Context: an optimization exercise on an open-source flow, tuned for small area, a short achievable clock period and few clock cycles per item. The choices shown serve that exercise and are no tape-out recipe. At most, simulation tests tie the RTL to the original design; equivalence was not proved. Power figures rest on the tool's default switching activity, not on a simulated workload.

## lane 1
## conv_top
module conv_top (
    input  logic        clk,
    input  logic        reset,
    input  logic [7:0]  in_data,
    input  logic [3:0]  in_user,
    input  logic        in_valid,
    output logic        in_ready,
    output logic [20:0] out_data,
    output logic        out_valid,
    input  logic        out_ready
);
Size: about 3300 cells after synthesis, roughly 680 flip-flops, roughly 39 I/O pins, about 41000 um^2 of cells after synthesis.
Settings: LEC_CHECK=0, ABC_CLOCK_PERIOD_IN_PS=3000, CAP_MARGIN=20, CORE_MARGIN=2, CORE_UTILIZATION=40, CTS_BUF_LIST=sky130_fd_sc_hd__clkbuf_4, SETUP_SLACK_MARGIN=5, SLEW_MARGIN=20; clock period 9.0 ns.
run.sh (not shown) runs the stock make flow with config.mk's settings and CLKGATE_MAP_FILE= SYNTH_SCRIPT=/design/flow/synth_recipe.tcl, a recipe that flattens the netlist after the stock synthesis.
Per the final summary, lane 1 finished and its layout is clean on timing, DRC and antenna.
Testbench counts of lane 1, summed over its fixed seeds: cycles 10,425, frames 128.
--- input diff lane 1..lane 2 ---
Settings: removing CTS_BUF_LIST (formerly sky130_fd_sc_hd__clkbuf_4); changing CORE_UTILIZATION from 40 to 60.
### Flow results
- Fraction of area in multi-input gates in lane 2 is 0.60 points above lane 1.
- Post-layout instance area of lane 2 falls short of that of lane 1 slightly.
- The post-layout minimum cycle time was comparable across lane 1 and lane 2.
- Delta (lane 2 minus lane 1): relative area of non-clock buffer cells in the final design went up; setup slack did not really move; maximum cell stage delay along the critical path went up; first-pass GRT wire length went up; total number of vias went up.
- Lane 2 has number of antenna violations at the first check in global routing below what lane 1 had.
- Lane 2 vs lane 1: detailed placer's ending HPWL up by a little under 10%
Setup changes, lane 2 to lane 3
Settings: CORE_UTILIZATION: 60 -> 40.
==> comparison <==
[compare] base=lane 2 new=lane 3: worst hold slack saw little to no change, number of standard cells in the layout, taps in and fillers out increased by about 11% relative to the old numbers.
Compared with lane 2, lane 3 shows a higher cell area.
On number of placement rows: lane 3 sits above lane 2.
Combinational share of power: lane 3 vs lane 2 down 1.0 points

Another version of the RTL of conv_top (not shown whole).
Size in the first run: ~3100 cells after synthesis, ~780 flip-flops.
==> flow/config.mk <==
export PLATFORM = sky130hd
export DESIGN_NAME = conv_top
export DESIGN_NICKNAME = conv_top
export VERILOG_FILES = /design/flow/design.v
export SDC_FILE = /design/flow/constraint.sdc
export NUM_CORES = 4
export LEC_CHECK = 0
export ABC_CLOCK_PERIOD_IN_PS = 3000
export CAP_MARGIN = 20
export CORE_MARGIN = 2
export CORE_UTILIZATION = 40
export SLEW_MARGIN = 20
==> flow/constraint.sdc <==
create_clock -name core_clock -period 9.0 [get_ports {clk}]
set_input_delay 1.8000 -clock core_clock [delete_from_list [all_inputs] [get_ports {clk}]]
set_output_delay 1.8000 -clock core_clock [all_outputs]
set_load 0.01 [all_outputs]
standard.sh (not shown) runs the stock make flow with config.mk's settings and CLKGATE_MAP_FILE= SYNTH_SCRIPT=/design/flow/synth_recipe.tcl, a recipe that flattens the netlist after the stock synthesis.
==> flow/flow/run.sh <==
#!/bin/bash
# The standard layout with two changes: Yosys's synth runs without its
# quick ABC pass (-noabc), so the full adders it extracts keep their polarity
# and need fewer inverters (ORFS's own ABC mapping still runs afterwards), and
# timing repair aims at a 3 ns path instead of 4 ns. The clock period and
# constraints stay the design's.
set -euo pipefail
W=$(pwd)
sed 's/yosys synth -nofsm -noshare /yosys synth -nofsm -noshare -noabc /' synth_recipe.tcl > "$W/noabc_synth.tcl"
sed "s#SYNTH_SCRIPT=[^ ]*#SYNTH_SCRIPT=$W/noabc_synth.tcl#" standard.sh > "$W/noabc_standard.sh"
grep -q "SYNTH_SCRIPT=$W/noabc_synth.tcl" "$W/noabc_standard.sh"
export SETUP_SLACK_MARGIN=6
bash "$W/noabc_standard.sh" > standard.log 2>&1
==> next run, changes <==
==> flow/flow/run.sh (replaced) <==
#!/bin/bash
# The standard layout, with timing repair aimed at a 3 ns path instead of 4 ns
# (the clock period and constraints stay the design's).
set -euo pipefail
export SETUP_SLACK_MARGIN=6
bash standard.sh > standard.log 2>&1
- The new run ran to the end with no violations
- routed wire length decreases by a few percent
- first-iteration DRC count drops by roughly a tenth
- fmax goes down slightly
- final cell count is higher by roughly a tenth
- combinational power grows by about a fifth
- hold slack improves by 0.0038 ns
- clock power hardly moves
Function was not checked in any run of this note: the RTL went through the layout flow alone.

conv_top, a different RTL version from the one above (not shown whole).
Size: about 3100 cells after synthesis, about 760 flip-flops, about 39 I/O pins, about 41000 um^2 of cells after synthesis.
Settings: LEC_CHECK=0, CAP_MARGIN=20, CORE_MARGIN=2, CORE_UTILIZATION=40, CTS_CLUSTER_DIAMETER=120, CTS_CLUSTER_SIZE=20, SLEW_MARGIN=20; clock period 9.0 ns.
==> flow/flow/run.sh <==
#!/bin/bash
# The standard layout with two changes: Yosys's synth runs without its
# quick ABC pass (-noabc), so the full adders it extracts keep their polarity
# and need fewer inverters (ORFS's own ABC mapping still runs afterwards), and
# timing repair aims at a 3.1 ns path instead of 4 ns. The clock period and
# constraints stay the design's.
set -euo pipefail
W=$(pwd)
sed 's/yosys synth -nofsm -noshare /yosys synth -nofsm -noshare -noabc /' synth_recipe.tcl > "$W/noabc_synth.tcl"
sed "s#SYNTH_SCRIPT=[^ ]*#SYNTH_SCRIPT=$W/noabc_synth.tcl#" standard.sh > "$W/noabc_standard.sh"
grep -q "SYNTH_SCRIPT=$W/noabc_synth.tcl" "$W/noabc_standard.sh"
export SETUP_SLACK_MARGIN=5.9
bash "$W/noabc_standard.sh" > standard.log 2>&1
The baseline passed the timing, DRC and antenna checks.
Testbench counts at the start, summed over its fixed seeds: cycles 10,425, frames 128.
==> next run, changes <==
--- a/flow/flow/run.sh
+++ b/flow/flow/run.sh
@@ -5 +5 @@
-# timing repair aims at a 3.1 ns path instead of 4 ns. The clock period and
+# timing repair aims at a 3.05 ns path instead of 4 ns. The clock period and
@@ -12 +12 @@
-export SETUP_SLACK_MARGIN=5.9
+export SETUP_SLACK_MARGIN=5.95
- ABC_CLOCK_PERIOD_IN_PS: not set -> 3000
Total power went up by 1.3%.
Via count went up by 0.62%.
Sequential cell count is unchanged.
Register-to-register slack got worse by 0.08 ns.
Worst setup slack got worse by 0.078 ns.
==> next run, changes <==
--- a/flow/flow/run.sh
+++ b/flow/flow/run.sh
@@ -5 +5 @@
-# timing repair aims at a 3.05 ns path instead of 4 ns. The clock period and
+# timing repair aims at a 3.1 ns path instead of 4 ns. The clock period and
@@ -12 +12 @@
-export SETUP_SLACK_MARGIN=5.95
+export SETUP_SLACK_MARGIN=5.9
- PLACE_DENSITY: not set -> 0.75
After rerunning: Worst setup slack improves by 0.030 ns; cell area shrinks slightly; die area stays the same; non-clock buffer count drops by 12; combinational power came out higher slightly.
==> next run, changes <==
--- a/flow/flow/run.sh
+++ b/flow/flow/run.sh
@@ -5 +5 @@
-# timing repair aims at a 3.1 ns path instead of 4 ns. The clock period and
+# timing repair aims at a 3 ns path instead of 4 ns. The clock period and
@@ -12 +12 @@
-export SETUP_SLACK_MARGIN=5.9
+export SETUP_SLACK_MARGIN=6
- ABC_AREA: not set -> 1
- ABC_CLOCK_PERIOD_IN_PS: 3000 -> not set
- PLACE_DENSITY: 0.75 -> not set
The new run finished clean.
Maximum frequency rises by a few percent.
Setup slack is better by 0.068 ns.
Worst hold slack is about the same.
Non-clock buffer count came out higher by 42.
Flip-flop and latch count stays the same.
Register-to-register slack is better by 0.07 ns.

==> re-timing with driven ports <==
Ports are ideal in the flow. The routed layouts listed here were re-timed in OpenROAD.
Step 1: set_driving_cell puts a clkbuf_16 on clk and a buf_2 on each other input, an assumption about the parent block.
Step 2 also shifts input and output timing later by t, the mid clock arrival at the registers, as if the neighbouring blocks saw the same clock.
a / b / c = no drivers / after step 1 / after step 2; a / b = the first two.
run | t (ns) | setup slack, ns | worst setup path at the end | latest minus earliest clock arrival (ns) | worst register clock-pin slew, ns
lane 1 | 1.163 | 4.967 / 4.967 / 4.091 | input to register | 0.122 / 0.122 | 0.08 / 0.08
lane 2 | 0.694 | 4.966 / 5.009 / 4.316 | input to register | 0.029 / 0.029 | 0.07 / 0.07
lane 3 | 0.720 | 4.963 / 4.963 / 4.324 | input to register | 0.039 / 0.039 | 0.07 / 0.07
the first run of note 2 | 0.722 | 5.864 / 5.864 / 5.343 | input to register | 0.027 / 0.028 | 0.07 / 0.07
the second run of note 2 | 0.698 | 5.832 / 5.832 / 5.392 | input to register | 0.028 / 0.028 | 0.07 / 0.07
the first run of note 3 | 0.681 | 5.892 / 5.892 / 5.305 | input to register | 0.036 / 0.036 | 0.09 / 0.09
the second run of note 3 | 0.677 | 5.813 / 5.813 / 5.308 | input to register | 0.050 / 0.051 | 0.10 / 0.10
the third run of note 3 | 0.664 | 5.843 / 5.843 / 5.297 | input to register | 0.033 / 0.034 | 0.09 / 0.09
the fourth run of note 3 | 0.674 | 5.911 / 5.911 / 5.369 | input to register | 0.032 / 0.032 | 0.10 / 0.10
After both steps setup and hold are still met in every run listed. For lane 1, which loses most, drivers alone change the setup slack by 0.000 ns; drivers and shift together by -0.876 ns.
